From an optimization exercise on the open Yosys and OpenROAD flow, aimed at small area, a short achievable clock period and few clock cycles per item; shortcuts taken in it are not production practice.
Where RTL was checked, it was by simulation tests only, not by an equivalence proof against the original.
Function not checked in runs 3 to 5: the RTL went through the layout flow alone.

<file path="design/flow/design.v">
package alu_pkg;
    localparam int DATA_W = 16;
    localparam int FRAC_W = 10;
    typedef logic signed [DATA_W-1:0]   fx_t;
    typedef logic [4:0]                 cnt_t;    
    typedef enum logic [3:0] {
        OP_FXADD = 4'd0,
        OP_FXSUB = 4'd1,
        OP_FXMUL = 4'd2,
        OP_FXMAC = 4'd3,
        OP_CLZ   = 4'd5,
        OP_LRCW  = 4'd6,
        OP_LFSR  = 4'd7
    } op_e;
    typedef struct packed {
        op_e op;
        fx_t a;
        fx_t b;
    } alu_req_t;
    localparam int MUL_STEPS = 4;
endpackage
`timescale 1ns/10ps
module fx_arith (
    input  logic        i_clk,
    input  logic        i_first,   
    input  logic [1:0]  i_step,    
    input  logic        i_addsub,
    input  logic        i_sub,
    input  logic        i_mul,
    input  logic        i_mac,
    input  logic [15:0] i_a,
    input  logic [15:0] i_b,       
    input  logic [3:0]  i_b_in,    
    input  logic [15:0] i_acc,
    output logic [15:0] o_res      
);
    function automatic [15:0] sat22(input logic [21:0] v);
        if (!v[21] && (|v[20:15])) begin
            sat22 = 16'h7FFF;
        end else if (v[21] && !(&v[20:15])) begin
            sat22 = 16'h8000;
        end else begin
            sat22 = v[15:0];
        end
    endfunction
    function automatic [15:0] sat17(input logic [16:0] v);
        if (v[16] != v[15]) begin
            sat17 = {v[16], {15{v[15]}}};
        end else begin
            sat17 = v[15:0];
        end
    endfunction
    function automatic [2:0] booth_enc(input logic [2:0] w);
        booth_enc[0] = w[1] ^ w[0];
        booth_enc[1] = (w[2] & ~w[1] & ~w[0]) | (~w[2] & w[1] & w[0]);
        booth_enc[2] = w[2];
    endfunction
    function automatic [16:0] booth_pp(input logic [2:0] e, input logic [15:0] a);
        logic [16:0] m;
        m = ({17{e[0]}} & {a[15], a}) | ({17{e[1]}} & {a, 1'b0});
        booth_pp = m ^ {17{e[2]}};
    endfunction
    logic [17:0] as_sum;
    logic [16:0] as_res;
    assign as_sum = {i_a[15], i_a[15], i_a, 1'b1} + {i_b[15], i_b[15], i_b, i_sub};
    assign as_res = as_sum[17:1];
    logic [4:0]  win;
    logic [5:0]  enc_q;
    logic [15:0] h_q;       
    logic [7:0]  lo_q;      
    logic [19:0] x;
    logic [19:0] y;
    logic [19:0] hx;
    logic [19:0] cs_s;
    logic [19:0] cs_c;
    logic [20:0] step_sum;
    logic [19:0] sum;
    logic [16:0] pp0;
    logic [16:0] pp1;
    always_comb begin
        if (i_first) begin
            win = {i_b_in, 1'b0};
        end else begin
            case (i_step)
                2'd0:    win = i_b[7:3];
                2'd1:    win = i_b[11:7];
                default: win = i_b[15:11];
            endcase
        end
    end
    always_ff @(posedge i_clk) begin
        enc_q <= {booth_enc(win[4:2]), booth_enc(win[2:0])};
    end
    assign pp0  = booth_pp(enc_q[2:0], i_a);
    assign pp1  = booth_pp(enc_q[5:3], i_a);
    assign hx   = {{4{h_q[15]}}, h_q};
    assign x    = {{3{pp0[16]}}, pp0};
    assign y    = {pp1[16], pp1, enc_q[5], enc_q[5]};
    assign cs_s = hx ^ x ^ y;
    assign cs_c = (hx & x) | (hx & y) | (x & y);
    assign step_sum = {cs_s, 1'b1} + {cs_c[18:0], enc_q[5], enc_q[2]};
    assign sum      = step_sum[20:1];
    always_ff @(posedge i_clk) begin
        if (i_first) begin
            h_q <= '0;
        end else begin
            h_q <= sum[19:4];
        end
        lo_q <= {sum[3:0], lo_q[7:4]};
    end
    logic [21:0] fin_b;
    logic [22:0] fin_sum;
    logic [21:0] fin;
    assign fin_b   = {{6{i_acc[15] & i_mac}}, i_acc & {16{i_mac}}};
    assign fin_sum = {h_q, lo_q[7:2], 1'b1} + {fin_b, lo_q[1]};
    assign fin     = fin_sum[22:1];
    assign o_res = ({16{i_addsub}} & sat17(as_res))
                 | ({16{i_mul}}    & sat22(fin));
endmodule
`timescale 1ns/10ps
module bit_ops #(
    parameter int LFSR_MAX_STEPS = 8
) (
    input  logic        i_clk,
    input  logic        i_clz,
    input  logic        i_lrcw,
    input  logic        i_lfsr,
    input  logic [15:0] i_a,
    input  logic [15:0] i_b,
    output logic [15:0] o_res     
);
    function automatic [4:0] clz16(input logic [15:0] v);
        logic [4:0] n;
        n = 5'd16;
        for (int i = 0; i < 16; i++) begin
            if (v[i]) begin
                n = 5'(15 - i);
            end
        end
        clz16 = n;
    endfunction
    function automatic [2:0] pop4(input logic [3:0] v);
        pop4 = {2'd0, v[0]} + {2'd0, v[1]} + {2'd0, v[2]} + {2'd0, v[3]};
    endfunction
    function automatic [4:0] popcount(input logic [15:0] v);
        logic [3:0] lo;
        logic [3:0] hi;
        lo = {1'b0, pop4(v[3:0])} + {1'b0, pop4(v[7:4])};
        hi = {1'b0, pop4(v[11:8])} + {1'b0, pop4(v[15:12])};
        popcount = {1'b0, lo} + {1'b0, hi};
    endfunction
    function automatic [15:0] lrcw(input logic [15:0] b, input logic [4:0] n);
        logic [15:0] x;
        x = b;
        if (n[4]) x = ~x;
        if (n[3]) x = {x[7:0],  ~x[15:8]};
        if (n[2]) x = {x[11:0], ~x[15:12]};
        if (n[1]) x = {x[13:0], ~x[15:14]};
        if (n[0]) x = {x[14:0], ~x[15]};
        lrcw = x;
    endfunction
    function automatic [15:0] lfsr_adv(input logic [15:0] a, input logic [15:0] b);
        logic [23:0] ext;
        logic [23:0] sh;
        for (int j = 1; j <= 8; j++) begin
            ext[8-j] = a[16-j] ^ a[14-j] ^ a[13-j] ^ a[11-j];
        end
        ext[23:8] = a;
        sh = ext;
        if (b[3]) sh = {sh[15:0], 8'b0};
        if (b[2]) sh = {sh[19:0], 4'b0};
        if (b[1]) sh = {sh[21:0], 2'b0};
        if (b[0]) sh = {sh[22:0], 1'b0};
        if ((|b[15:4]) || (b[3] && (|b[2:0]))) begin
            sh = '0;
        end
        lfsr_adv = sh[23:8];
    endfunction
    logic [4:0] pcnt_q;
    always_ff @(posedge i_clk) begin
        pcnt_q <= popcount(i_a);
    end
    assign o_res = ({16{i_clz}}  & {11'd0, clz16(i_a)})
                 | ({16{i_lrcw}} & lrcw(i_b, pcnt_q))
                 | ({16{i_lfsr}} & lfsr_adv(i_a, i_b));
endmodule
`timescale 1ns/10ps
module alu_ctrl (
    input  logic        i_clk,
    input  logic        i_rst_n,
    input  logic        i_req,
    input  logic [3:0]  i_op,         
    input  logic        i_mul,        
    input  logic        i_lrcw,       
    input  logic [15:0] i_arith_res,  
    input  logic [15:0] i_bits_res,   
    output logic        o_first,      
    output logic [1:0]  o_step,       
    output logic [15:0] o_acc,
    output logic        o_ack,
    output logic [15:0] o_result
);
    logic        busy_q;
    logic        last_q;     
    logic        ack_q;
    logic [1:0]  step_q;
    logic [15:0] result_q;   
    logic        one_cycle;
    assign one_cycle = !((i_op == alu_pkg::OP_FXMUL) || (i_op == alu_pkg::OP_FXMAC)
                         || (i_op == alu_pkg::OP_LRCW));
    always_ff @(posedge i_clk or negedge i_rst_n) begin
        if (!i_rst_n) begin
            busy_q <= 1'b0;
            last_q <= 1'b0;
            ack_q  <= 1'b0;
            step_q <= 2'd0;
        end else begin
            if (!busy_q) begin
                step_q <= 2'd0;
                if (!ack_q && i_req) begin
                    busy_q <= 1'b1;
                    last_q <= one_cycle;
                end else if (ack_q && !i_req) begin
                    ack_q  <= 1'b0;
                end
            end else if (last_q) begin
                busy_q <= 1'b0;
                last_q <= 1'b0;
                ack_q  <= 1'b1;
            end else begin
                step_q <= step_q + 2'd1;
                last_q <= i_lrcw || (step_q == 2'd3);
            end
        end
    end
    always_ff @(posedge i_clk or negedge i_rst_n) begin
        if (!i_rst_n) begin
            result_q <= '0;
        end else if (busy_q && last_q) begin
            result_q <= i_arith_res | i_bits_res;
        end
    end
    assign o_first  = !busy_q;
    assign o_step   = step_q;
    assign o_acc    = result_q;
    assign o_result = result_q;
    assign o_ack    = ack_q;
endmodule
`timescale 1ns/10ps
module alu_top #(
    parameter int LFSR_MAX_STEPS = 8
) (
    input  logic     i_clk,
    input  logic     i_rst_n,
    input  logic     i_req,
    input  alu_pkg::alu_req_t i_cmd,
    output logic     o_ack,
    output alu_pkg::fx_t      o_result
);
    logic        f_add, f_sub, f_mul, f_mac, f_clz, f_lrcw, f_lfsr;
    logic [15:0] a_q;
    logic [15:0] bx_q;      
    logic        first;
    logic [1:0]  step;
    logic [15:0] acc;
    logic [15:0] arith_res;
    logic [15:0] bits_res;
    always_ff @(posedge i_clk) begin
        f_add  <= (i_cmd.op == alu_pkg::OP_FXADD);
        f_sub  <= (i_cmd.op == alu_pkg::OP_FXSUB);
        f_mul  <= (i_cmd.op == alu_pkg::OP_FXMUL);
        f_mac  <= (i_cmd.op == alu_pkg::OP_FXMAC);
        f_clz  <= (i_cmd.op == alu_pkg::OP_CLZ);
        f_lrcw <= (i_cmd.op == alu_pkg::OP_LRCW);
        f_lfsr <= (i_cmd.op == alu_pkg::OP_LFSR);
        a_q    <= i_cmd.a;
        bx_q   <= i_cmd.b ^ {16{i_cmd.op == alu_pkg::OP_FXSUB}};
    end
    alu_ctrl u_ctrl (
        .i_clk       (i_clk),
        .i_rst_n     (i_rst_n),
        .i_req       (i_req),
        .i_op        (i_cmd.op),
        .i_mul       (f_mul | f_mac),
        .i_lrcw      (f_lrcw),
        .i_arith_res (arith_res),
        .i_bits_res  (bits_res),
        .o_first     (first),
        .o_step      (step),
        .o_acc       (acc),
        .o_ack       (o_ack),
        .o_result    (o_result)
    );
    fx_arith u_fx_arith (
        .i_clk   (i_clk),
        .i_first (first),
        .i_step  (step),
        .i_addsub(f_add | f_sub),
        .i_sub   (f_sub),
        .i_mul   (f_mul | f_mac),
        .i_mac   (f_mac),
        .i_a     (a_q),
        .i_b     (bx_q),
        .i_b_in  (i_cmd.b[3:0]),
        .i_acc   (acc),
        .o_res   (arith_res)
    );
    bit_ops #(
        .LFSR_MAX_STEPS (LFSR_MAX_STEPS)
    ) u_bit_ops (
        .i_clk   (i_clk),
        .i_clz   (f_clz),
        .i_lrcw  (f_lrcw),
        .i_lfsr  (f_lfsr),
        .i_a     (a_q),
        .i_b     (bx_q),
        .o_res   (bits_res)
    );
endmodule
</file>
<file path="design/flow/run.sh">
#!/bin/bash
# synth_recipe.tcl (not shown) runs the flow's synth.tcl, then flattens the netlist and writes it again
# the make line also repeats each setting of config.mk as NAME=value (left out here)
make -C /OpenROAD-flow-scripts/flow DESIGN_CONFIG=/design/flow/config.mk WORK_HOME=/design/flow/orfs CLKGATE_MAP_FILE= SYNTH_SCRIPT=/design/flow/synth_recipe.tcl finish
</file>
<file path="design/flow/config.mk">
export PLATFORM = sky130hd
export DESIGN_NAME = alu_top
export DESIGN_NICKNAME = alu_top
export VERILOG_FILES = /design/flow/design.v
export SDC_FILE = /design/flow/constraint.sdc
export NUM_CORES = 4
export LEC_CHECK = 0
export CAP_MARGIN = 20
export CORE_MARGIN = 2
export CORE_UTILIZATION = 40
export SETUP_SLACK_MARGIN = 5
export SLEW_MARGIN = 20
</file>
<file path="design/flow/constraint.sdc">
create_clock -name core_clock -period 9.5 [get_ports {i_clk}]
set_input_delay 1.9000 -clock core_clock [delete_from_list [all_inputs] [get_ports {i_clk}]]
set_output_delay 1.9000 -clock core_clock [all_outputs]
set_load 0.01 [all_outputs]
</file>
==> metrics.md, run 1 <==
| Metric | Value |
|---|---|
| DR WL/cell | `20.0 um` |
| Total GRT Usage | `22.8%` |
| Layout Area Growth over Synthesis | `10.7%` |
| Critical path type | `flip-flop to flip-flop` |
| Slew headroom | `30.7%` |
| Outcome | `finished clean` |
| Initial antenna violation count | `0` |
| Worst-skew pair later-pin latency | `0.37 ns` |
| Inserted Diodes | `0` |
| DRC | `0` |
| DR iter-0 viols | `812` |
| H-tree Lvls | `3` |
| CTS Buf Count | `9` |
| Starting Density | `40.6%` |
| Final count of negative-setup-slack endpoints | `0` |
| Placed Area | `0.0109 sq mm` |
| Buffers on Ports | `55` |
| Hold Violations, Final | `0` |
| Ys async rst share | `22.3%` |
| Clock sink total | `94` |
| Critical Path End Type | `flip-flop` |
| Vias in the first global route | `8496` |
| Max-slew violation count | `0` |
| DP Worst Slack | `4.85 ns` |
| Synth unique cells | `82` |
| Max Freq | `236 MHz` |
| First drt pass iteration count | `5` |
| Mean number of vias per cell | `5.94` |
| Final period util | `44.6%` |
| Worst Setup Start Kind | `flip-flop` |
| Slew of the pin with the lowest slew margin | `1.04 ns` |
| #FFs+latches synth | `94` |
| Full die area | `0.0268 sq mm` |
| Layout cells sized above 1 | `8.49%` |
| Global-route wire length before repair | `47200 um` |
| Post-layout min period | `4.23 ns` |
| FP Rows | `58` |
| Core area | `0.0251 sq mm` |
| Routability cong. | `0.925` |
| Net Count, Synth | `1326` |
| Setup TNS | `0 ns` |
| Layout Utilization | `44.9%` |
| CTS clk-pin slew, worst paths | `0.08 ns` |
| Clock Tree Root | `clkbuf_16` |
| Commonest cells after routing, fill and taps aside | `nor2_1 (102), xnor2_1 (79), ha_1 (76)` |
| Die width | `164 um` |
| Req. time, crit path | `9.73 ns` |
| Post-route cell area | `0.0113 sq mm` |
| Main synth FF type | `dfxtp_1` |
| Vias | `9026` |
| Post-Syn Area | `0.0102 sq mm` |
| Setup Skew | `0.0136 ns` |
| DP Wirelength | `23700 um` |
| Synth Instances | `1180` |
| Ys Warns | `4` |
| Overflow after GRT | `0` |
| EDFF count, synth | `0` |
| CTS tree | `built` |
| I/O pin total | `56` |
| Antenna-violating nets left | `0` |
| Post-route setup slack | `5.27 ns` |
| Mean Syn Cell Area | `8.63 sq um` |
| CTS Buffer Depth | `2` |
| Final-stage net count | `1331` |
| Commonest non-fill, non-tap cell in the layout | `nor2_1` |
| Routed wire length | `30400 um` |
| Hold Crit Class | `flip-flop to flip-flop` |
| Crit path max fanout | `11` |
| Number of max-cap violations | `0` |
| RSZ-0062 raised after global routing | `no` |
| Worst Path Arrival | `4.47 ns` |
| Largest net degree at the start of global routing | `28` |
| Die H | `164 um` |
| Sequential-to-total area share from yosys stat | `19.5%` |
per-layer routing:
| layer | share of wire (%) | vias up | global-route usage, % |
|---|---|---|---|
| li1 | - | 4323 | - |
| met1 | 47 | 4327 | 33.1 |
| met2 | 43 | 333 | 34.4 |
| met3 | 6.7 | 43 | 3.89 |
| met4 | 2.6 | 0 | 7.30 |
| met5 | 0 | - | 0 |
worst max-delay path, stage by stage (launching register included):
cell and delay [ns]:
dfxtp_1 0.67, ha_1 0.33, o21a_1 0.20, a21oi_1 0.11, o21ai_0 0.29, nand3_1 0.14
nand2_1 0.13, o41ai_2 0.09, o21a_1 0.18, mux2_2 0.28, ha_1 0.46, inv_1 0.19
a21oi_1 0.29, a211oi_1 0.12, a2111oi_2 0.45, a31oi_1 0.14
sequential cells by signal, summed over array words and instances (netlist names):
register,cells
u_bit_ops.pcnt_q,5
u_ctrl.busy_q,1
f_add,1
u_ctrl.step_q,2
u_ctrl.result_q,16
bx_q,16
a_q,16
f_mul,1
u_fx_arith.enc_q,6
f_lrcw,1
u_fx_arith.lo_q,7
f_lfsr,1
u_fx_arith.h_q,16
u_ctrl.ack_q,1
f_clz,1
u_ctrl.last_q,1
f_sub,1
f_mac,1
worst paths after layout:
check | from | to | slack [ns] | cells after the start
max | a_q[1] | u_ctrl.result_q[7] | 5.27 | 15
max in group asynchronous | i_rst_n | u_ctrl.result_q[14] | 7.57 | 1
min reg2reg | u_fx_arith.lo_q[7] | u_fx_arith.lo_q[3] | 0.37 | 0
min in group asynchronous | i_rst_n | u_ctrl.step_q[0] | 1.51 | 1
min | u_fx_arith.lo_q[7] | u_fx_arith.lo_q[3] | 0.37 | 0
max reg2reg | a_q[1] | u_ctrl.result_q[7] | 5.27 | 15
repair_timing:
action,4_1_cts,5_1_grt
setup endpoints to repair,3,13
hold buffers,0,0
setup buffers,0,2
pin swaps,0,1
resized for setup,3,7
kinds of logic after synthesis:
logic type	Yosys count	share of synthesized area [%]
fa+ha+maj	107	15.4
simple gates	306	14.4
buf+inv	141	5.63
flops	94	19.5
xor+xnor	123	10.6
compound gates	331	23.0
mux	78	11.4
cells in the mapped netlist (30+ instances only):
cell | instances | area share (%)
dfxtp_1 | 73 | 14
clkbuf_1 | 44 | 1.6
nor2_1 | 104 | 3.8
fa_1 | 31 | 6.1
xnor2_1 | 79 | 6.8
inv_1 | 69 | 2.5
a21oi_1 | 69 | 3.4
ha_1 | 76 | 9.3
nand2_1 | 63 | 2.3
o21ai_0 | 52 | 2.6
xor2_1 | 44 | 3.8
a22oi_1 | 35 | 2.6
mux4_2 | 30 | 6.6
nor3_1 | 35 | 1.7
mux2i_1 | 40 | 3.9
through the flow:
| stage | hold slack [ns] | std cells |
|---|---|---|
| 2_1_floorplan | 0.337 | 1180 |
| 3_3_place_gp | 0.359 | 1502 |
| 3_5_place_dp | 0.364 | 1502 |
| 4_1_cts | 0.374 | 1518 |
| 5_1_grt | 0.382 | 1520 |
| 6_report | 0.375 | 1520 |
final cells by class:
class	instances	area (sq um)
clock buffer	9	225
clock inverter	7	86.3
fill	2526	13800
inverter	70	263
multi-input combinational	945	7660
sequential	94	1990
tap	330	413
timing repair buffer	65	633
Testbench counts, summed over its fixed seeds: cycles 22,221, ops 4,800.
==> run 2: changes to the inputs <==
==> design/flow/flow/run.sh (new file) <==
#!/bin/bash
# Standard layout, with the timing repair aiming further below the clock period.
set -euo pipefail
bash standard.sh SETUP_SLACK_MARGIN=6.4 finish > standard_flow.log 2>&1
==> design/flow/standard.sh (new file) <==
#!/bin/bash
# synth_recipe.tcl (not shown) runs the flow's synth.tcl, then flattens the netlist and writes it again
# the make line also repeats each setting of config.mk as NAME=value (left out here)
make -C /OpenROAD-flow-scripts/flow DESIGN_CONFIG=/design/flow/config.mk WORK_HOME=/design/flow/orfs CLKGATE_MAP_FILE= SYNTH_SCRIPT=/design/flow/synth_recipe.tcl "${@:-finish}"
--- a/design/flow/config.mk
+++ b/design/flow/config.mk
@@ -9,4 +9,3 @@
 export CORE_MARGIN = 2
 export CORE_UTILIZATION = 40
-export SETUP_SLACK_MARGIN = 5
 export SLEW_MARGIN = 20
removed: design/flow/run.sh
==> run 2 against run 1 <==
Synthesized cell count stayed put; maximum frequency up 28%; via count rose by 11%; register-to-register slack gained 0.93 ns; area after synthesis unchanged; core utilization is 10 points higher; final area rose by 22%; first-iteration DRC count up 15%; setup slack better by 0.93 ns; final cell count increased by 8.4%.
==> metrics.md, run 2 <==
| Metric | Value |
|---|---|
| Outcome | `finished clean` |
| H-tree Lvls | `3` |
| Worst Path Arrival | `3.58 ns` |
| Largest net degree at the start of global routing | `28` |
| Req. time, crit path | `9.77 ns` |
| Critical-path top delay cell | `o41ai_2` |
| Antenna-violating nets left | `0` |
| Hold_ws | `0.408 ns` |
| Ys Warns | `4` |
| WP buf/inv | `3` |
| Mean Syn Cell Area | `8.63 sq um` |
| Critical path type | `flip-flop to flip-flop` |
| Commonest non-fill, non-tap cell in the layout | `buf_4` |
| FP Rows | `58` |
| Slew of the pin with the lowest slew margin | `0.999 ns` |
| Hold Crit Class | `flip-flop to flip-flop` |
| DRC | `0` |
| Slew headroom | `33.3%` |
| Worst-skew pair later-pin latency | `0.37 ns` |
| Number of max-cap violations | `0` |
| Initial antenna violation count | `2` |
| Worst r2r dst | `u_ctrl.result_q[5]` |
| Starting Density | `40.6%` |
| Clock sink total | `94` |
| Layout cells sized above 1 | `31.3%` |
| First drt pass iteration count | `7` |
| Core area | `0.0251 sq mm` |
| Synth Instances | `1180` |
| Net Count, Synth | `1326` |
| Post-route setup slack | `6.19 ns` |
| Total GRT Usage | `26.1%` |
| DR WL/cell | `21.5 um` |
| Setup TNS | `0 ns` |
| Buffers on Ports | `55` |
| DP Wirelength | `23600 um` |
| Global-route wire length before repair | `54100 um` |
| Hold-critical path depth | `0` |
| # hold bufs at CTS | `0` |
| Routed wire length | `35400 um` |
| CTS clk-pin slew, worst paths | `0.07 ns` |
| Clock Tree Root | `clkbuf_16` |
| Critical Path Stages | `14` |
| Crit path max-delay family | `compound AO/OA/AOI/OAI gates` |
| EDFF count, synth | `0` |
| FF-to-FF path depth | `14` |
| Register area | `0.00209 sq mm` |
| Synth unique cells | `82` |
| Final period util | `34.8%` |
| Crit path max fanout | `8` |
| #FFs+latches synth | `94` |
| Hold_sp | `u_fx_arith.lo_q[7]` |
| Main synth FF type | `dfxtp_1` |
| Final count of negative-setup-slack endpoints | `0` |
| Flop2flop setup slack | `6.19 ns` |
| Finished Layout Cells | `1648` |
| Synth area leaders | `dfxtp_1 (14%), ha_1 (9.3%), xnor2_1 (6.8%)` |
| Max Freq | `302 MHz` |
| Top-count cell post-synth | `nor2_1` |
| Post-layout min period | `3.31 ns` |
| CTS tree | `built` |
| Post-Syn Area | `0.0102 sq mm` |
| Sequential-to-total area share from yosys stat | `19.5%` |
| Mean number of vias per cell | `6.06` |
| Hold Violations, Final | `0` |
| Slowest stage delay, CP | `0.46 ns` |
| Setup Skew | `0.0190 ns` |
| RSZ-0062 raised after global routing | `yes` |
| # placed instances | `1500` |
| Inserted Diodes | `0` |
| Die H | `164 um` |
| Area leader, netlist | `dfxtp_1` |
| Die width | `164 um` |
| Layout Area Growth over Synthesis | `35.3%` |
| Ys async rst share | `22.3%` |
| Post-synth top area share | `14.3%` |
| DR iter-0 viols | `937` |
| FF-to-FF Start | `f_mac` |
| Worst Setup Start Kind | `flip-flop` |
| Vias | `9987` |
| Routability cong. | `0.940` |
| Commonest cells after routing, fill and taps aside | `buf_4 (105), nor2_1 (98), xnor2_1 (73)` |
| Filler Cell Count | `2211` |
| I/O pin total | `56` |
| Commonest cells in the netlist | `nor2_1 (104), xnor2_1 (79), ha_1 (76), dfxtp_1 (73)` |
| Overflow after GRT | `0` |
| Area of the multi-input gates | `0.00882 sq mm` |
| Final-stage net count | `1459` |
| Max-slew violation count | `0` |
| Crit-path cells | `buf_6, and2_4, ha_4, o21ai_1, o21a_1, o21bai_4, a211oi_2, o41ai_2, nand3_1, o41ai_4, buf_6, buf_12, nand3_1, a41oi_2` |
| DP Worst Slack | `5.01 ns` |
| Critical Path End Type | `flip-flop` |
| Vias in the first global route | `9770` |
| Worst Hold Endpoint | `u_fx_arith.lo_q[3]` |
| CTS Buffer Depth | `2` |
| Full die area | `0.0268 sq mm` |
| CTS Buf Count | `9` |
run 2: changes by cell type in the layout (fill, tap and decap cells not counted), moves of 16 or more:
cell	previous run	this run
dfxtp_1	68	41
ha_4	0	35
dfxtp_4	0	26
buf_4	9	105
a21oi_1	69	51
ha_1	76	36
dlygate4sd2_1	0	17
clkdlybuf4s50_1	54	38
run 2: stage by stage:
step | util [%] | instance area, sq um
after CTS | 52.4 | 13200
after global routing | 54.9 | 13800
final | 54.9 | 13800
after global placement | 43.5 | 10900
after detailed placement | 43.5 | 10900
after floorplan | - | 10300
run 2: layer usage:
layer	vias to the layer above	track usage (%)	wire length (um)
met5	-	0	0
met4	0	9.69	1250
met3	88	6.32	3300
met2	487	40.6	15900
met1	4835	35.2	14900
li1	4577	-	-
run 2: final cells by class:
type                            count  area share, %
Tap cell                          330           3.00
Timing Repair Buffer              192           13.6
Clock buffer                        9           1.63
Sequential cell                    94           15.2
Multi-Input combinational cell    946           64.0
Clock inverter                      7          0.672
Inverter                           70           1.94
run 2: logic make-up after synthesis:
logic type      synth area share [%]
flops                           19.5
compound gates                  23.0
fa+ha+maj                       15.4
simple gates                    14.4
xor+xnor                        10.6
mux                             11.4
buf+inv                         5.63
run 2: how the worst max path moves through the flow:
stage,from,endpoint,slack [ns]
final,f_mac,u_ctrl.result_q[5],6.19
after global routing,f_mac,u_ctrl.result_q[5],6.03
after CTS,a_q[1],u_fx_arith.h_q[13],6.22
after detailed placement,bx_q[0],u_ctrl.result_q[7],5.01
after global placement,bx_q[0],u_ctrl.result_q[7],5.22
after floorplan,u_fx_arith.enc_q[1],u_fx_arith.h_q[13],6.33
run 2: timing repair:
action	in CTS	in global routing
buffers inserted	108	18
endpoints found under the hold margin	0	0
gates resized for setup	230	93
pin swaps	78	69
endpoints found under the setup margin	67	29
cloned	6	0
==> run 3: changes to the inputs <==
--- a/design/flow/design.v
+++ b/design/flow/design.v
@@ -123,10 +123,12 @@
 ) (
     input  logic        i_clk,
+    input  logic        i_first,   
+    input  logic [3:0]  i_b_in,    
     input  logic        i_clz,
     input  logic        i_lrcw,
-    input  logic        i_lfsr,
+    input  logic        i_lfsr,    
     input  logic [15:0] i_a,
-    input  logic [15:0] i_b,
-    output logic [15:0] o_res     
+    input  logic [15:0] i_hi,      
+    output logic [15:0] o_res      
 );
     function automatic [4:0] clz16(input logic [15:0] v);
@@ -150,38 +152,32 @@
         popcount = {1'b0, lo} + {1'b0, hi};
     endfunction
-    function automatic [15:0] lrcw(input logic [15:0] b, input logic [4:0] n);
-        logic [15:0] x;
-        x = b;
-        if (n[4]) x = ~x;
-        if (n[3]) x = {x[7:0],  ~x[15:8]};
-        if (n[2]) x = {x[11:0], ~x[15:12]};
-        if (n[1]) x = {x[13:0], ~x[15:14]};
-        if (n[0]) x = {x[14:0], ~x[15]};
-        lrcw = x;
-    endfunction
-    function automatic [15:0] lfsr_adv(input logic [15:0] a, input logic [15:0] b);
-        logic [23:0] ext;
-        logic [23:0] sh;
-        for (int j = 1; j <= 8; j++) begin
-            ext[8-j] = a[16-j] ^ a[14-j] ^ a[13-j] ^ a[11-j];
+    logic [4:0] n_q;
+    always_ff @(posedge i_clk) begin
+        if (i_first) begin
+            n_q <= {1'b0, i_b_in};
+        end else begin
+            n_q <= popcount(i_a);
         end
-        ext[23:8] = a;
-        sh = ext;
-        if (b[3]) sh = {sh[15:0], 8'b0};
-        if (b[2]) sh = {sh[19:0], 4'b0};
-        if (b[1]) sh = {sh[21:0], 2'b0};
-        if (b[0]) sh = {sh[22:0], 1'b0};
-        if ((|b[15:4]) || (b[3] && (|b[2:0]))) begin
-            sh = '0;
+    end
+    logic [7:0]  fb;
+    logic [15:0] lo;
+    logic [15:0] hi;
+    logic [30:0] x;
+    always_comb begin
+        for (int j = 1; j <= 8; j++) begin
+            fb[8-j] = i_hi[16-j] ^ i_hi[14-j] ^ i_hi[13-j] ^ i_hi[11-j];
         end
-        lfsr_adv = sh[23:8];
-    endfunction
-    logic [4:0] pcnt_q;
-    always_ff @(posedge i_clk) begin
-        pcnt_q <= popcount(i_a);
     end
-    assign o_res = ({16{i_clz}}  & {11'd0, clz16(i_a)})
-                 | ({16{i_lrcw}} & lrcw(i_b, pcnt_q))
-                 | ({16{i_lfsr}} & lfsr_adv(i_a, i_b));
+    assign lo = i_lrcw ? ~i_hi : {fb, 8'd0};
+    assign hi = n_q[4] ? lo : i_hi;
+    always_comb begin
+        x = {hi, lo[15:1]};
+        if (n_q[3]) x = {x[22:0], 8'd0};
+        if (n_q[2]) x = {x[26:0], 4'd0};
+        if (n_q[1]) x = {x[28:0], 2'd0};
+        if (n_q[0]) x = {x[29:0], 1'd0};
+    end
+    assign o_res = ({16{i_clz}} & {11'd0, clz16(i_a)})
+                 | ({16{i_lrcw | i_lfsr}} & x[30:15]);
 endmodule
 `timescale 1ns/10ps
@@ -273,7 +269,11 @@
         f_clz  <= (i_cmd.op == alu_pkg::OP_CLZ);
         f_lrcw <= (i_cmd.op == alu_pkg::OP_LRCW);
-        f_lfsr <= (i_cmd.op == alu_pkg::OP_LFSR);
+        f_lfsr <= (i_cmd.op == alu_pkg::OP_LFSR) && !((|i_cmd.b[15:4]) || (i_cmd.b[3] && (|i_cmd.b[2:0])));
         a_q    <= i_cmd.a;
-        bx_q   <= i_cmd.b ^ {16{i_cmd.op == alu_pkg::OP_FXSUB}};
+        if (i_cmd.op == alu_pkg::OP_LFSR) begin
+            bx_q <= i_cmd.a;
+        end else begin
+            bx_q <= i_cmd.b ^ {16{i_cmd.op == alu_pkg::OP_FXSUB}};
+        end
     end
     alu_ctrl u_ctrl (
@@ -310,9 +310,11 @@
     ) u_bit_ops (
         .i_clk   (i_clk),
+        .i_first (first),
+        .i_b_in  (i_cmd.b[3:0]),
         .i_clz   (f_clz),
         .i_lrcw  (f_lrcw),
         .i_lfsr  (f_lfsr),
         .i_a     (a_q),
-        .i_b     (bx_q),
+        .i_hi    (bx_q),
         .o_res   (bits_res)
     );
==> design/flow/flow/run.sh (replaced) <==
#!/bin/bash
# Standard layout, with the timing repair aiming further below the clock
# period and small port buffers.
set -euo pipefail
bash standard.sh SETUP_SLACK_MARGIN=6.4 "BUFFER_PORTS_ARGS=-buffer_cell sky130_fd_sc_hd__buf_1" finish > standard_flow.log 2>&1
--- a/design/flow/config.mk
+++ b/design/flow/config.mk
@@ -8,4 +8,4 @@
 export CAP_MARGIN = 20
 export CORE_MARGIN = 2
-export CORE_UTILIZATION = 40
+export CORE_UTILIZATION = 65
 export SLEW_MARGIN = 20
==> run 3 against run 2 <==
Still clean on timing, DRC and antenna; routed wire length is 6.5% lower; via count is 3.3% lower; core utilization rose by 29 points; area after synthesis decreased by 4.2%; final cell count decreased by 13%; flip-flop and latch count stayed put; critical path type unchanged; largest cell class unchanged.
==> metrics.md, run 3 <==
| Metric | Value |
|---|---|
| FF-to-FF Start | `a_q[4]` |
| Commonest cells after routing, fill and taps aside | `nor2_1 (89), xnor2_1 (73), buf_4 (73)` |
| Die width | `127 um` |
| Final period util | `36.1%` |
| Clock Tree Root | `clkbuf_16` |
| Max Freq | `292 MHz` |
| Synth unique cells | `89` |
| Req. time, crit path | `9.80 ns` |
| Antenna-violating nets left | `0` |
| Mean number of vias per cell | `6.70` |
| Post-layout min period | `3.43 ns` |
| Setup Skew | `0.00619 ns` |
| Ys async rst share | `22.3%` |
| Worst Path Arrival | `3.73 ns` |
| Area leader, netlist | `dfxtp_1` |
| Hold Crit Class | `flip-flop to flip-flop` |
| Final count of negative-setup-slack endpoints | `0` |
| Commonest cells in the netlist | `nor2_1 (92), a21oi_1 (88), xnor2_1 (86), ha_1 (76), dfxtp_1 (73)` |
| Layout cells sized above 1 | `29.6%` |
| Inserted Diodes | `0` |
| Ys Warns | `4` |
| CTS Buf Count | `9` |
| Layout Area Growth over Synthesis | `25.6%` |
| Core area | `0.0146 sq mm` |
| RSZ-0062 raised after global routing | `yes` |
| Largest net degree at the start of global routing | `34` |
| Synth Instances | `1152` |
| Mean Syn Cell Area | `8.47 sq um` |
| Main synth FF type | `dfxtp_1` |
| Slew of the pin with the lowest slew margin | `0.905 ns` |
| DR iter-0 viols | `1032` |
| Slew headroom | `39.6%` |
| Routability cong. | `0.943` |
| DRC | `0` |
| Outcome | `finished clean` |
| Crit path from | `a_q[4]` |
| Critical Path End Type | `flip-flop` |
| EDFF count, synth | `0` |
| #FFs+latches synth | `94` |
| Crit-path cells | `buf_6, a22oi_2, xnor2_2, fa_1, ha_4, buf_4, nor4_4, o21a_1, o21ai_2, a41oi_2, nor2_2, o31ai_4, nand2_1, a21oi_2` |
| Max-slew violation count | `0` |
| Full die area | `0.0160 sq mm` |
| Hold Violations, Final | `0` |
| Global-route wire length before repair | `49700 um` |
| Top-count cell post-synth | `nor2_1` |
| Vias | `9653` |
| Crit path max fanout | `4` |
| Worst Setup Start Kind | `flip-flop` |
| Starting Density | `66.9%` |
| Synth area leaders | `dfxtp_1 (15%), ha_1 (9.7%), xnor2_1 (7.7%)` |
| CTS Buffer Depth | `2` |
| Number of max-cap violations | `0` |
| Die H | `127 um` |
| Overflow after GRT | `0` |
| I/O pin total | `56` |
| FP Rows | `44` |
| # hold bufs at CTS | `0` |
| Layout Utilization | `84.0%` |
| Buffers on Ports | `55` |
| Filler Cell Count | `834` |
| CTS clk-pin slew, worst paths | `0.07 ns` |
| Net Count, Synth | `1298` |
| Initial antenna violation count | `0` |
| Slowest stage delay, CP | `0.48 ns` |
| First drt pass iteration count | `6` |
| Worst-skew pair later-pin latency | `0.36 ns` |
| Hold_sp | `u_fx_arith.lo_q[5]` |
| DR WL/cell | `23.0 um` |
| Vias in the first global route | `9225` |
| Total GRT Usage | `39.6%` |
| CTS tree | `built` |
| Commonest non-fill, non-tap cell in the layout | `nor2_1` |
| Post-Syn Area | `0.00976 sq mm` |
| Critical path type | `flip-flop to flip-flop` |
| Routed wire length | `33100 um` |
| DP Wirelength | `21700 um` |
| Final-stage net count | `1398` |
| Critical-path top delay cell | `fa_1` |
| H-tree Lvls | `3` |
| Sequential-to-total area share from yosys stat | `20.4%` |
| Setup TNS | `0 ns` |
| Clock sink total | `94` |
| Post-synth top area share | `15.0%` |
run 3: final timing paths:
check | cells past startpoint | slack [ns] | to
min in group asynchronous | 2 | 1.52 | u_ctrl.result_q[0]
worst min-delay path | 0 | 0.38 | u_fx_arith.lo_q[1]
worst min register to register | 0 | 0.38 | u_fx_arith.lo_q[1]
worst max register to register | 14 | 6.07 | u_fx_arith.h_q[13]
worst max-delay path | 14 | 6.07 | u_fx_arith.h_q[13]
max in group asynchronous | 2 | 7.72 | u_ctrl.ack_q
run 3: layout make-up:
cell class / count / area (sq um) / area share, %
inverters: 58 / 218 / 1.78
well taps: 184 / 230 / 1.88
clock buffers: 10 / 250 / 2.04
multi-input cells: 938 / 8370 / 68.3
repair buffers: 151 / 1020 / 8.35
flip-flops and latches: 94 / 2080 / 17.0
clock inverters: 6 / 73.8 / 0.603
run 3: critical path, delay by kind of cell (launching register included):
kind	cells	cell delay, ns
adders and majority gates	2	0.67
AOI/OAI and AO/OA	6	1.33
xor gates and xnor gates	1	0.15
DFF	1	0.38
and+or+nand+nor	3	0.55
buffers and inverters	2	0.29
run 3: cell families after synthesis:
kind of cell	synth area share [%]
xor+xnor	11.4
compound gates	25.4
flops	20.4
fa+ha+maj	16.1
buf+inv	5.07
simple gates	15.9
mux	5.77
run 3: repair_timing:
action,in CTS,in global routing
buffers inserted,71,20
cloned,3,0
endpoints found under the setup margin,36,32
resized for setup,158,76
pin swaps,80,67
run 3: through the flow:
| step | hold slack [ns] | cell area, sq um | cells | setup slack [ns] |
|---|---|---|---|---|
| 4_1_cts | 0.371 | 11700 | 1421 | 6.15 |
| 3_3_place_gp | 0.360 | 10200 | 1331 | 5.52 |
| 3_5_place_dp | 0.358 | 10200 | 1331 | 5.44 |
| 5_1_grt | 0.390 | 12300 | 1441 | 6.03 |
| 2_1_floorplan | 0.337 | 10000 | 1152 | 6.24 |
| 6_report | 0.376 | 12300 | 1441 | 6.07 |
run 3: layer usage:
layer	track usage, %	routed length, um	part of all wire (%)
met2	65.2	15300	46
met5	0	0	0
met3	5.53	2810	8.5
met4	18.9	1960	5.9
met1	51.5	13000	39
==> run 4: changes to the inputs <==
==> design/flow/flow/run.sh (replaced) <==
#!/bin/bash
# Standard layout, with the timing repair aiming further below the clock
# period and small port buffers.
set -euo pipefail
bash standard.sh SETUP_SLACK_MARGIN=5.8 "BUFFER_PORTS_ARGS=-buffer_cell sky130_fd_sc_hd__buf_1" finish > standard_flow.log 2>&1
==> run 4 against run 3 <==
Final area decreased by 14%; critical path depth increased by 1; via count is 9.6% lower; critical endpoint is now u_ctrl.result_q[3].
==> metrics.md, run 4 <==
| Metric | Value |
|---|---|
| Max-slew violation count | `0` |
| Worst-skew pair later-pin latency | `0.36 ns` |
| Global-route wire length before repair | `42400 um` |
| Top Layer Used | `met4` |
| Synth Instances | `1152` |
| Hold Crit Class | `flip-flop to flip-flop` |
| Critical Path End Type | `flip-flop` |
| Inserted Diodes | `0` |
| First drt pass iteration count | `6` |
| Hold Violations, Final | `0` |
| Crit path top cell by count | `o21ai_2` |
| Slew headroom | `40.4%` |
| Met2 WL | `11600 um` |
| DP Wirelength | `20700 um` |
| Ys Warns | `4` |
| Final period util | `38.4%` |
| #FFs+latches synth | `94` |
| Clock Tree Root | `clkbuf_16` |
| Area leader, netlist | `dfxtp_1` |
| Overflow after GRT | `0` |
| Slowest stage delay, CP | `0.43 ns` |
| FP Rows | `44` |
| RSZ-0062 raised after global routing | `yes` |
| Worst Setup Start Kind | `flip-flop` |
| DR WL/cell | `19.8 um` |
| Antenna-violating nets left | `0` |
| Buffers on Ports | `55` |
| Net Count, Synth | `1298` |
| CTS Buf Count | `9` |
| Sequential-to-total area share from yosys stat | `20.4%` |
| Crit-path cells | `fa_2, a21oi_4, o21ai_2, o21ba_2, o211ai_1, o21ai_2, and2_1, nor2_2, xnor2_2, ha_4, nor4b_1, a311oi_1, and3_4, o21ai_0, a41oi_1` |
| Post-route cell area | `0.0105 sq mm` |
| Metal3 WL | `1920 um` |
| Req. time, crit path | `9.77 ns` |
| Core area | `0.0146 sq mm` |
| Setup TNS | `0 ns` |
| Die width | `127 um` |
| Worst Path Arrival | `3.93 ns` |
| Post-layout min period | `3.65 ns` |
| Number of max-cap violations | `0` |
| I/O pin total | `56` |
| Post-route setup slack | `5.85 ns` |
| Mean number of vias per cell | `6.45` |
| Ys async rst share | `22.3%` |
| Starting Density | `66.9%` |
| EDFF count, synth | `0` |
| # hold bufs at CTS | `0` |
| Commonest cells after routing, fill and taps aside | `nor2_1 (91), xnor2_1 (85), a21oi_1 (85)` |
| Commonest cells in the netlist | `nor2_1 (92), a21oi_1 (88), xnor2_1 (86), ha_1 (76), dfxtp_1 (73)` |
| WP buf/inv | `0` |
| Crit path max fanout | `7` |
| Met1 wire length | `12200 um` |
| Vias in the first global route | `7910` |
| CTS Buffer Depth | `2` |
| Slew of the pin with the lowest slew margin | `0.894 ns` |
| Final count of negative-setup-slack endpoints | `0` |
| DR iter-0 viols | `727` |
| Synth unique cells | `89` |
| Critical path type | `flip-flop to flip-flop` |
| Largest net degree at the start of global routing | `43` |
| Die H | `127 um` |
| Setup Skew | `0.00813 ns` |
| Mean Syn Cell Area | `8.47 sq um` |
| Crit path max-delay family | `compound AO/OA/AOI/OAI gates` |
| Critical-path top delay cell | `fa_2` |
| Initial antenna violation count | `0` |
| Layout Area Growth over Synthesis | `7.85%` |
| Synth area leaders | `dfxtp_1 (15%), ha_1 (9.7%), xnor2_1 (7.7%)` |
| Flop2flop setup slack | `5.85 ns` |
| Clock sink total | `94` |
| Total GRT Usage | `33.5%` |
| Full die area | `0.0160 sq mm` |
| CTS clk-pin slew, worst paths | `0.07 ns` |
| Commonest non-fill, non-tap cell in the layout | `nor2_1` |
| CTS tree | `built` |
| Vias | `8725` |
| Top-count cell post-synth | `nor2_1` |
| Filler Cell Count | `1214` |
| Outcome | `finished clean` |
| Routability cong. | `0.908` |
| Post-synth top area share | `15.0%` |
| Placed Area | `0.00995 sq mm` |
| Post-Syn Area | `0.00976 sq mm` |
| Max Freq | `274 MHz` |
| DRC | `0` |
| Hold_ws | `0.426 ns` |
| Routed wire length | `26800 um` |
| Layout cells sized above 1 | `12.7%` |
| Main synth FF type | `dfxtp_1` |
| Final-stage net count | `1310` |
| DP Worst Slack | `5.22 ns` |
| H-tree Lvls | `3` |
-- run 4: timing repair --
item / in CTS / in global routing
setup buffers: 1 / 5
cloned: 0 / 1
resized for setup: 21 / 67
endpoints found under the setup margin: 24 / 22
pin swaps: 1 / 8
-- run 4: cell families (layout without fill, tap and decap cells) --
family | after synthesis | count (layout) | share of synthesized area, %
fa+ha+maj | 107 | 107 | 16.1
buf+inv | 123 | 139 | 5.07
xor+xnor | 114 | 114 | 11.4
flops | 94 | 94 | 20.4
compound gates | 351 | 351 | 25.4
mux | 51 | 51 | 5.77
simple gates | 312 | 313 | 15.9
-- run 4: path summary, 6_finish.rpt --
| path | to | cells after the start | startpoint |
|---|---|---|---|
| max reg2reg | u_ctrl.result_q[3] | 15 | f_sub |
| max in group asynchronous | u_ctrl.busy_q | 2 | i_rst_n |
| max | u_ctrl.result_q[3] | 15 | f_sub |
| min reg2reg | u_fx_arith.lo_q[3] | 0 | u_fx_arith.lo_q[7] |
| min | u_fx_arith.lo_q[3] | 0 | u_fx_arith.lo_q[7] |
| min in group asynchronous | u_ctrl.result_q[0] | 2 | i_rst_n |
-- run 4: routing by layer --
layer  vias up  track usage [%]
met2       356             49.5
met4         0             14.7
li1       4185                -
met3        62             5.15
met5         -                0
met1      4122             48.6
-- run 4: area by class of cell --
| type | count | area, sq um | area share, % |
|---|---|---|---|
| Clock buffer | 11 | 243 | 2.31 |
| Clock inverter | 5 | 32.5 | 0.309 |
| Inverter | 58 | 218 | 2.07 |
| Multi-Input combinational cell | 936 | 7450 | 70.8 |
| Sequential cell | 94 | 2060 | 19.6 |
| Tap cell | 184 | 230 | 2.19 |
| Timing Repair Buffer | 65 | 292 | 2.77 |
-- run 4: through the flow --
| step | cells | utilization [%] |
|---|---|---|
| after floorplan | 1152 | - |
| after global placement | 1330 | 68.2 |
| after detailed placement | 1330 | 68.2 |
| after CTS | 1347 | 70.5 |
| after global routing | 1353 | 72.1 |
| final | 1353 | 72.1 |
==> run 5: changes to the inputs <==
--- a/design/flow/design.v
+++ b/design/flow/design.v
@@ -170,5 +170,5 @@
     end
     assign lo = i_lrcw ? ~i_hi : {fb, 8'd0};
-    assign hi = n_q[4] ? lo : i_hi;
+    assign hi = i_hi ^ {16{n_q[4]}};
     always_comb begin
         x = {hi, lo[15:1]};
@@ -193,4 +193,5 @@
     output logic        o_first,      
     output logic [1:0]  o_step,       
+    output logic        o_acc_ok,     
     output logic [15:0] o_acc,
     output logic        o_ack,
@@ -202,4 +203,5 @@
     logic [1:0]  step_q;
     logic [15:0] result_q;   
+    logic        acc_ok_q;   
     logic        one_cycle;
     assign one_cycle = !((i_op == alu_pkg::OP_FXMUL) || (i_op == alu_pkg::OP_FXMAC)
@@ -230,13 +232,19 @@
         end
     end
+    always_ff @(posedge i_clk) begin
+        if (busy_q && last_q) begin
+            result_q <= i_arith_res | i_bits_res;
+        end
+    end
     always_ff @(posedge i_clk or negedge i_rst_n) begin
         if (!i_rst_n) begin
-            result_q <= '0;
+            acc_ok_q <= 1'b0;
         end else if (busy_q && last_q) begin
-            result_q <= i_arith_res | i_bits_res;
+            acc_ok_q <= 1'b1;
         end
     end
     assign o_first  = !busy_q;
     assign o_step   = step_q;
+    assign o_acc_ok = acc_ok_q;
     assign o_acc    = result_q;
     assign o_result = result_q;
@@ -260,4 +268,6 @@
     logic [1:0]  step;
     logic [15:0] acc;
+    logic        acc_ok;
+    logic        f_macc;    
     logic [15:0] arith_res;
     logic [15:0] bits_res;
@@ -267,4 +277,5 @@
         f_mul  <= (i_cmd.op == alu_pkg::OP_FXMUL);
         f_mac  <= (i_cmd.op == alu_pkg::OP_FXMAC);
+        f_macc <= (i_cmd.op == alu_pkg::OP_FXMAC) && acc_ok;
         f_clz  <= (i_cmd.op == alu_pkg::OP_CLZ);
         f_lrcw <= (i_cmd.op == alu_pkg::OP_LRCW);
@@ -288,4 +299,5 @@
         .o_first     (first),
         .o_step      (step),
+        .o_acc_ok    (acc_ok),
         .o_acc       (acc),
         .o_ack       (o_ack),
@@ -299,5 +311,5 @@
         .i_sub   (f_sub),
         .i_mul   (f_mul | f_mac),
-        .i_mac   (f_mac),
+        .i_mac   (f_macc),
         .i_a     (a_q),
         .i_b     (bx_q),
==> design/flow/flow/run.sh (replaced) <==
#!/bin/bash
# Standard layout, with the timing repair aiming further below the clock
# period and small port buffers.
set -euo pipefail
bash standard.sh SETUP_SLACK_MARGIN=6.4 "BUFFER_PORTS_ARGS=-buffer_cell sky130_fd_sc_hd__buf_1" finish > standard_flow.log 2>&1
==> run 5 against run 4 <==
Via count increased by 3.7%; die area down 4.7%; setup slack better by 0.028 ns; critical endpoint is now u_fx_arith.h_q[13].
==> metrics.md, run 5 <==
| Metric | Value |
|---|---|
| Synth Area in Simple Gates | `14.3%` |
| Global-route wire length before repair | `43000 um` |
| Largest net degree at the start of global routing | `44` |
| CTS tree | `built` |
| Buffers on Ports | `55` |
| Worst-skew pair later-pin latency | `0.36 ns` |
| Net Count, Synth | `1214` |
| Routability cong. | `0.988` |
| Total GRT Usage | `37.3%` |
| Multiplexer area fraction after synthesis | `5.59%` |
| Slowest stage delay, CP | `0.42 ns` |
| Post-Syn Area | `0.00928 sq mm` |
| First drt pass iteration count | `5` |
| CTS clk-pin slew, worst paths | `0.07 ns` |
| Mean number of vias per cell | `6.75` |
| EDFF count, synth | `16` |
| H-tree Lvls | `3` |
| Post-synth top area share | `16.0%` |
| Main combinational cell family by area after synthesis | `compound AO/OA/AOI/OAI gates` |
| Commonest cells after routing, fill and taps aside | `nor2_1 (84), xnor2_1 (78), a21oi_1 (63)` |
| Die width | `123 um` |
| Layout Area Growth over Synthesis | `25.3%` |
| Critical Path End Type | `flip-flop` |
| Compound-Gate Fraction of Synth Area | `21.9%` |
| Core area | `0.0139 sq mm` |
| DP Wirelength | `19700 um` |
| Post-layout min period | `3.62 ns` |
| Setup TNS | `0 ns` |
| Post-Synth XOR/XNOR Area | `13.8%` |
| Antenna-violating nets left | `0` |
| Synth unique cells | `77` |
| Post-route cell area | `0.0116 sq mm` |
| Routed wire length | `31500 um` |
| Crit-path cells | `buf_4, buf_4, nand2_1, xnor2_2, buf_4, ha_1, mux2i_2, o21bai_1, a21o_1, a2111oi_4, o31ai_2, o211ai_1, nand2_1, a2111o_1, nand4_1` |
| FP Rows | `43` |
| Crit path top cell by count | `buf_4` |
| Hold Violations, Final | `0` |
| Critical path type | `flip-flop to flip-flop` |
| Global routing's busiest layer | `met2` |
| Outcome | `finished clean` |
| DR WL/cell | `23.5 um` |
| Max Freq | `276 MHz` |
| Clock sink total | `96` |
| Placed Area | `0.00968 sq mm` |
| Worst Path Arrival | `3.93 ns` |
| Setup Skew | `0.00751 ns` |
| Worst Setup Start Kind | `flip-flop` |
| Final-stage net count | `1300` |
| CTS Buffer Depth | `2` |
| Vias | `9044` |
| Req. time, crit path | `9.81 ns` |
| CTS Buf Count | `9` |
| Max-slew violation count | `0` |
| Sequential-to-total area share from yosys stat | `22.8%` |
| Die H | `123 um` |
| DRC | `0` |
| Slew of the pin with the lowest slew margin | `0.956 ns` |
| I/O pin total | `56` |
| Mean Syn Cell Area | `8.69 sq um` |
| Overflow after GRT | `0` |
| Final period util | `38.1%` |
| Layout cells sized above 1 | `26.3%` |
| Number of max-cap violations | `0` |
| Top-count cell post-synth | `xnor2_1` |
| Synth Instances | `1068` |
| Commonest non-fill, non-tap cell in the layout | `nor2_1` |
| Ys Warns | `4` |
| Area leader, netlist | `dfxtp_1` |
| Initial antenna violation count | `0` |
| Hold_ws | `0.386 ns` |
| Slew headroom | `36.2%` |
| Ys async rst share | `6.25%` |
| Met2 Use GR | `60.4%` |
| Critical-path top delay cell | `mux2i_2` |
| Vias in the first global route | `8074` |
| Met3 Track Usage GR | `6.55%` |
| DR iter-0 viols | `1018` |
| Starting Density | `66.6%` |
| Met1 Use GR | `48.5%` |
| Crit path max fanout | `4` |
| Synth area leaders | `dfxtp_1 (16%), ha_1 (10%), xnor2_1 (9.0%)` |
| Full die area | `0.0153 sq mm` |
| Clock Tree Root | `clkbuf_16` |
| # placed instances | `1251` |
| Commonest cells in the netlist | `xnor2_1 (95), nor2_1 (88), a21oi_1 (77), ha_1 (76), dfxtp_1 (74)` |
| Main synth FF type | `dfxtp_1` |
| Inserted Diodes | `0` |
| Hold Crit Class | `flip-flop to flip-flop` |
| # hold bufs at CTS | `0` |
| RSZ-0062 raised after global routing | `yes` |
| Final count of negative-setup-slack endpoints | `0` |
| Post-Synth Adder-Cell Area | `16.9%` |
| #FFs+latches synth | `96` |
| Finished Layout Cells | `1339` |
run 5: stage by stage:
stage,setup WS [ns],util (%)
floorplan,6.25,-
global placement,5.77,69.4
detailed placement,5.65,69.4
CTS,6.09,78.1
global route,5.84,83.4
finish,5.88,83.4
run 5: path summary, 6_finish.rpt:
kind | cells past startpoint | from | end | slack [ns]
worst max register to register | 15 | a_q[0] | u_fx_arith.h_q[13] | 5.88
worst min register to register | 0 | u_fx_arith.lo_q[6] | u_fx_arith.lo_q[2] | 0.39
worst max-delay path | 15 | a_q[0] | u_fx_arith.h_q[13] | 5.88
worst min-delay path | 0 | u_fx_arith.lo_q[6] | u_fx_arith.lo_q[2] | 0.39
min in group asynchronous | 1 | i_rst_n | u_ctrl.ack_q | 1.40
max in group asynchronous | 1 | i_rst_n | u_ctrl.acc_ok_q | 7.85
run 5: area by class of cell:
cell class | count | area (sq um)
Inverter | 58 | 218
Sequential cell | 96 | 2200
Timing Repair Buffer | 129 | 822
Clock inverter | 7 | 86.3
Tap cell | 180 | 225
Fill cell | 816 | 2310
Clock buffer | 9 | 225
Multi-Input combinational cell | 860 | 7850
run 5: metal layers:
layer / share of wire [%] / up-vias
met5: 0 / -
met4: 6.2 / 0
met3: 9.9 / 166
met2: 45 / 626
met1: 39 / 4237
li1: - / 4015
run 5: cells by family after synthesis:
group / Yosys count
compound gates: 302
xor+xnor: 133
fa+ha+maj: 107
buf+inv: 113
flops: 96
mux: 45
simple gates: 272
run 5: worst max-delay path: cells and delay by family, from the launching register on:
| family | cells | cell delay [ns] |
|---|---|---|
| AO/OA/AOI/OAI | 6 | 1.54 |
| adder cells (fa/ha/maj) | 1 | 0.33 |
| multiplexers | 1 | 0.42 |
| AND/OR/NAND/NOR | 3 | 0.33 |
| buffers and inverters | 3 | 0.39 |
| XOR/XNOR | 1 | 0.15 |
| flip-flops | 1 | 0.39 |
run 5: timing repair:
| item | CTS | global route |
|---|---|---|
| endpoints found under the setup margin | 34 | 30 |
| setup buffers | 43 | 28 |
| hold endpoints to repair | 0 | 0 |
| gates cloned | 1 | 0 |
| gates resized for setup | 128 | 100 |
| pin swaps | 50 | 74 |
==> run 6: changes to the inputs <==
--- a/design/flow/design.v
+++ b/design/flow/design.v
@@ -125,5 +125,6 @@
     input  logic        i_first,   
     input  logic [3:0]  i_b_in,    
-    input  logic        i_clz,
+    input  logic [15:0] i_a_in,    
+    output logic [4:0]  o_clz_in,  
     input  logic        i_lrcw,
     input  logic        i_lfsr,    
@@ -178,6 +179,6 @@
         if (n_q[0]) x = {x[29:0], 1'd0};
     end
-    assign o_res = ({16{i_clz}} & {11'd0, clz16(i_a)})
-                 | ({16{i_lrcw | i_lfsr}} & x[30:15]);
+    assign o_clz_in = clz16(i_a_in);
+    assign o_res    = {16{i_lrcw | i_lfsr}} & x[30:15];
 endmodule
 `timescale 1ns/10ps
@@ -191,4 +192,5 @@
     input  logic [15:0] i_arith_res,  
     input  logic [15:0] i_bits_res,   
+    input  logic [4:0]  i_clz_in,     
     output logic        o_first,      
     output logic [1:0]  o_step,       
@@ -205,6 +207,14 @@
     logic        acc_ok_q;   
     logic        one_cycle;
+    logic        is_clz;
+    logic        at_once;    
+    logic        take_now;
     assign one_cycle = !((i_op == alu_pkg::OP_FXMUL) || (i_op == alu_pkg::OP_FXMAC)
                          || (i_op == alu_pkg::OP_LRCW));
+    assign is_clz    = (i_op == alu_pkg::OP_CLZ);
+    assign at_once   = !((i_op == alu_pkg::OP_FXADD) || (i_op == alu_pkg::OP_FXSUB)
+                         || (i_op == alu_pkg::OP_FXMUL) || (i_op == alu_pkg::OP_FXMAC)
+                         || (i_op == alu_pkg::OP_LRCW) || (i_op == alu_pkg::OP_LFSR));
+    assign take_now  = !busy_q && !ack_q && i_req && at_once;
     always_ff @(posedge i_clk or negedge i_rst_n) begin
         if (!i_rst_n) begin
@@ -216,5 +226,7 @@
             if (!busy_q) begin
                 step_q <= 2'd0;
-                if (!ack_q && i_req) begin
+                if (!ack_q && i_req && at_once) begin
+                    ack_q  <= 1'b1;
+                end else if (!ack_q && i_req) begin
                     busy_q <= 1'b1;
                     last_q <= one_cycle;
@@ -235,4 +247,6 @@
         if (busy_q && last_q) begin
             result_q <= i_arith_res | i_bits_res;
+        end else if (take_now) begin
+            result_q <= {11'd0, i_clz_in & {5{is_clz}}};
         end
     end
@@ -240,5 +254,5 @@
         if (!i_rst_n) begin
             acc_ok_q <= 1'b0;
-        end else if (busy_q && last_q) begin
+        end else if ((busy_q && last_q) || take_now) begin
             acc_ok_q <= 1'b1;
         end
@@ -262,5 +276,5 @@
     output alu_pkg::fx_t      o_result
 );
-    logic        f_add, f_sub, f_mul, f_mac, f_clz, f_lrcw, f_lfsr;
+    logic        f_add, f_sub, f_mul, f_mac, f_lrcw, f_lfsr;
     logic [15:0] a_q;
     logic [15:0] bx_q;      
@@ -272,4 +286,5 @@
     logic [15:0] arith_res;
     logic [15:0] bits_res;
+    logic [4:0]  clz_in;
     always_ff @(posedge i_clk) begin
         f_add  <= (i_cmd.op == alu_pkg::OP_FXADD);
@@ -278,5 +293,4 @@
         f_mac  <= (i_cmd.op == alu_pkg::OP_FXMAC);
         f_macc <= (i_cmd.op == alu_pkg::OP_FXMAC) && acc_ok;
-        f_clz  <= (i_cmd.op == alu_pkg::OP_CLZ);
         f_lrcw <= (i_cmd.op == alu_pkg::OP_LRCW);
         f_lfsr <= (i_cmd.op == alu_pkg::OP_LFSR) && !((|i_cmd.b[15:4]) || (i_cmd.b[3] && (|i_cmd.b[2:0])));
@@ -297,4 +311,5 @@
         .i_arith_res (arith_res),
         .i_bits_res  (bits_res),
+        .i_clz_in    (clz_in),
         .o_first     (first),
         .o_step      (step),
@@ -324,5 +339,6 @@
         .i_first (first),
         .i_b_in  (i_cmd.b[3:0]),
-        .i_clz   (f_clz),
+        .i_a_in  (i_cmd.a),
+        .o_clz_in(clz_in),
         .i_lrcw  (f_lrcw),
         .i_lfsr  (f_lfsr),
==> design/flow/flow/run.sh (replaced) <==
#!/bin/bash
# Standard layout, with the timing repair aiming further below the clock
# period and small port buffers.
set -euo pipefail
bash standard.sh SETUP_SLACK_MARGIN=6.1 "BUFFER_PORTS_ARGS=-buffer_cell sky130_fd_sc_hd__buf_1" finish > standard_flow.log 2>&1
==> run 6 against run 5 <==
Still clean; final area down 3.2%; via count decreased by 3.2%; clock-buffer cell count up 3; core utilization fell by 3.0 points; critical endpoint is now u_bit_ops.n_q[3].
==> metrics.md, run 6 <==
| Metric | Value |
|---|---|
| Setup TNS | `0 ns` |
| Mean Syn Cell Area | `8.66 sq um` |
| Starting Density | `67.2%` |
| Layout cells sized above 1 | `22.8%` |
| Post-layout min period | `3.43 ns` |
| Ys Warns | `4` |
| CTS Buffer Depth | `2` |
| Largest net degree at the start of global routing | `34` |
| # hold bufs at CTS | `0` |
| Outcome | `finished clean` |
| Met3 Track Usage GR | `6.14%` |
| Net Count, Synth | `1230` |
| Initial antenna violation count | `0` |
| Slew headroom | `37.4%` |
| Crit path max fanout | `6` |
| Die H | `124 um` |
| Synth unique cells | `79` |
| Global routing's busiest layer | `met2` |
| DR WL/cell | `20.8 um` |
| Global-route wire length before repair | `43000 um` |
| CTS Buf Count | `9` |
| Core area | `0.0140 sq mm` |
| DRC | `0` |
| Buffers on Ports | `55` |
| Die width | `124 um` |
| First drt pass iteration count | `6` |
| Number of max-cap violations | `0` |
| Ys async rst share | `6.32%` |
| Critical Path End Type | `flip-flop` |
| Worst Path Arrival | `3.67 ns` |
| Antenna-violating nets left | `0` |
| Placed Area | `0.00974 sq mm` |
| CTS tree | `built` |
| Overflow after GRT | `0` |
| Critical path type | `flip-flop to flip-flop` |
| Commonest cells after routing, fill and taps aside | `nor2_1 (85), xnor2_1 (79), a21oi_1 (73)` |
| Total GRT Usage | `35.0%` |
| H-tree Lvls | `3` |
| Layout Area Growth over Synthesis | `19.7%` |
| Slew of the pin with the lowest slew margin | `0.937 ns` |
| Vias in the first global route | `8185` |
| Worst-skew pair later-pin latency | `0.36 ns` |
| Vias | `8754` |
| Met1 Use GR | `45.5%` |
| Synth area leaders | `dfxtp_1 (16%), ha_1 (9.8%), xnor2_1 (7.8%)` |
| Routability cong. | `0.936` |
| Max-slew violation count | `0` |
| Post-route cell area | `0.0113 sq mm` |
| Clock Tree Root | `clkbuf_16` |
| Final count of negative-setup-slack endpoints | `0` |
| I/O pin total | `56` |
| #FFs+latches synth | `95` |
| Layout Utilization | `80.5%` |
| Post-Syn Area | `0.00941 sq mm` |
| EDFF count, synth | `16` |
| Post-synth top area share | `15.5%` |
| Synth Instances | `1086` |
| Max Freq | `292 MHz` |
| Hold Violations, Final | `0` |
| Clock sink total | `95` |
| Setup Skew | `0.00706 ns` |
| Sequential-to-total area share from yosys stat | `22.2%` |
| FP Rows | `43` |
| Top-count cell post-synth | `nor2_1` |
| CTS clk-pin slew, worst paths | `0.07 ns` |
| Inserted Diodes | `0` |
| DR iter-0 viols | `799` |
| DP Wirelength | `20100 um` |
| Routed wire length | `28100 um` |
| Full die area | `0.0154 sq mm` |
| RSZ-0062 raised after global routing | `yes` |
| Hold Crit Class | `flip-flop to flip-flop` |
| Area leader, netlist | `dfxtp_1` |
| Main synth FF type | `dfxtp_1` |
| Worst Setup Start Kind | `flip-flop` |
| Commonest cells in the netlist | `nor2_1 (89), xnor2_1 (84), a21oi_1 (78), ha_1 (74), dfxtp_1 (73)` |
| Commonest non-fill, non-tap cell in the layout | `nor2_1` |
| Met2 Use GR | `56.8%` |
| Final period util | `36.1%` |
| Req. time, crit path | `9.74 ns` |
| Final-stage net count | `1307` |
| Mean number of vias per cell | `6.49` |
## run 6: repair_timing
item	in CTS	in global routing
setup endpoints to repair	32	23
pin swaps	32	55
buffers inserted	31	26
resized for setup	111	84
endpoints found under the hold margin	0	0
## run 6: cells by family after synthesis
logic type,after synthesis,share of synthesized area (%)
mux,44,5.23
buf+inv,113,4.66
xor+xnor,124,12.8
compound gates,333,24.6
flops,95,22.2
simple gates,272,14.0
fa+ha+maj,105,16.4
## run 6: per-stage QoR
stage          std cells  worst slack (ns)  hold WS, ns
6_report            1348              6.07        0.390
5_1_grt             1348              5.98        0.399
3_3_place_gp        1275              5.32        0.368
4_1_cts             1322              6.11        0.383
2_1_floorplan       1086              6.11        0.337
3_5_place_dp        1275              5.15        0.367
## run 6: final timing paths
kind	endpoint	cells after the start	from	slack [ns]
min	u_fx_arith.lo_q[3]	0	u_fx_arith.lo_q[7]	0.39
max in group asynchronous	u_ctrl.acc_ok_q	1	i_rst_n	7.81
max	u_bit_ops.n_q[3]	10	a_q[4]	6.07
min reg2reg	u_fx_arith.lo_q[3]	0	u_fx_arith.lo_q[7]	0.39
max reg2reg	u_bit_ops.n_q[3]	10	a_q[4]	6.07
min in group asynchronous	u_ctrl.step_q[1]	1	i_rst_n	1.42
## run 6: worst max-delay path, cell delays in order (launching register included)
cell and delay [ns]:
dfxtp_4 0.45, ha_4 0.23, fa_2 0.41, ha_4 0.23, fa_1 0.49, fa_1 0.51
ha_2 0.19, inv_1 0.05, fa_2 0.33, xnor2_1 0.13, mux2_4 0.27
## run 6: area by class of cell
cell class	count	area, sq um
multi-input combinational	878	7650
fill	935	2730
sequential	95	2180
timing repair buffer	117	693
clock buffer	12	246
inverter	62	233
tap	180	225
clock inverter	4	30.0
## run 6: routing by layer
| layer | wire (um) | vias to the layer above |
|---|---|---|
| li1 | - | 4107 |
| met1 | 11600 | 4124 |
| met2 | 12900 | 429 |
| met3 | 2250 | 94 |
| met4 | 1300 | 0 |
| met5 | 0 | - |
Testbench counts of run 6, summed over its fixed seeds: cycles 21,608, ops 4,800.

what the ideal ports hide:
In the flow no input, the clock included, has a driving cell. The finished layouts below were timed again as built, in two steps. Step 1: set_driving_cell puts a clkbuf_16 on i_clk and a buf_2 on each other input, an assumption about the parent block. Step 2 adds t to the input delays and takes it off the output delays; t is the mean of the earliest and latest rising clock arrival at the registers after step 1. Input paths then give back, and output paths get back, about the clock's delay inside the block. Three values: ideal, step 1, step 2; two values: the first two.
run | t, ns | slack for setup (ns) | worst setup path after step 2 | pins driven straight from the clock port
run 1 | 0.406 | 5.266 / 5.266 / 5.266 | register to register | 1
run 2 | 0.400 | 6.194 / 6.194 / 6.194 | register to register | 1
run 3 | 0.403 | 6.071 / 6.071 / 6.071 | register to register | 1
run 4 | 0.402 | 5.848 / 5.848 / 5.848 | register to register | 1
run 5 | 0.406 | 5.876 / 5.876 / 5.876 | register to register | 1
run 6 | 0.406 | 6.074 / 6.074 / 5.814 | input to register | 1
After both steps setup and hold are still met in every run listed. For run 6, which loses most, drivers alone change the setup slack by 0.000 ns; drivers and shift together by -0.260 ns.
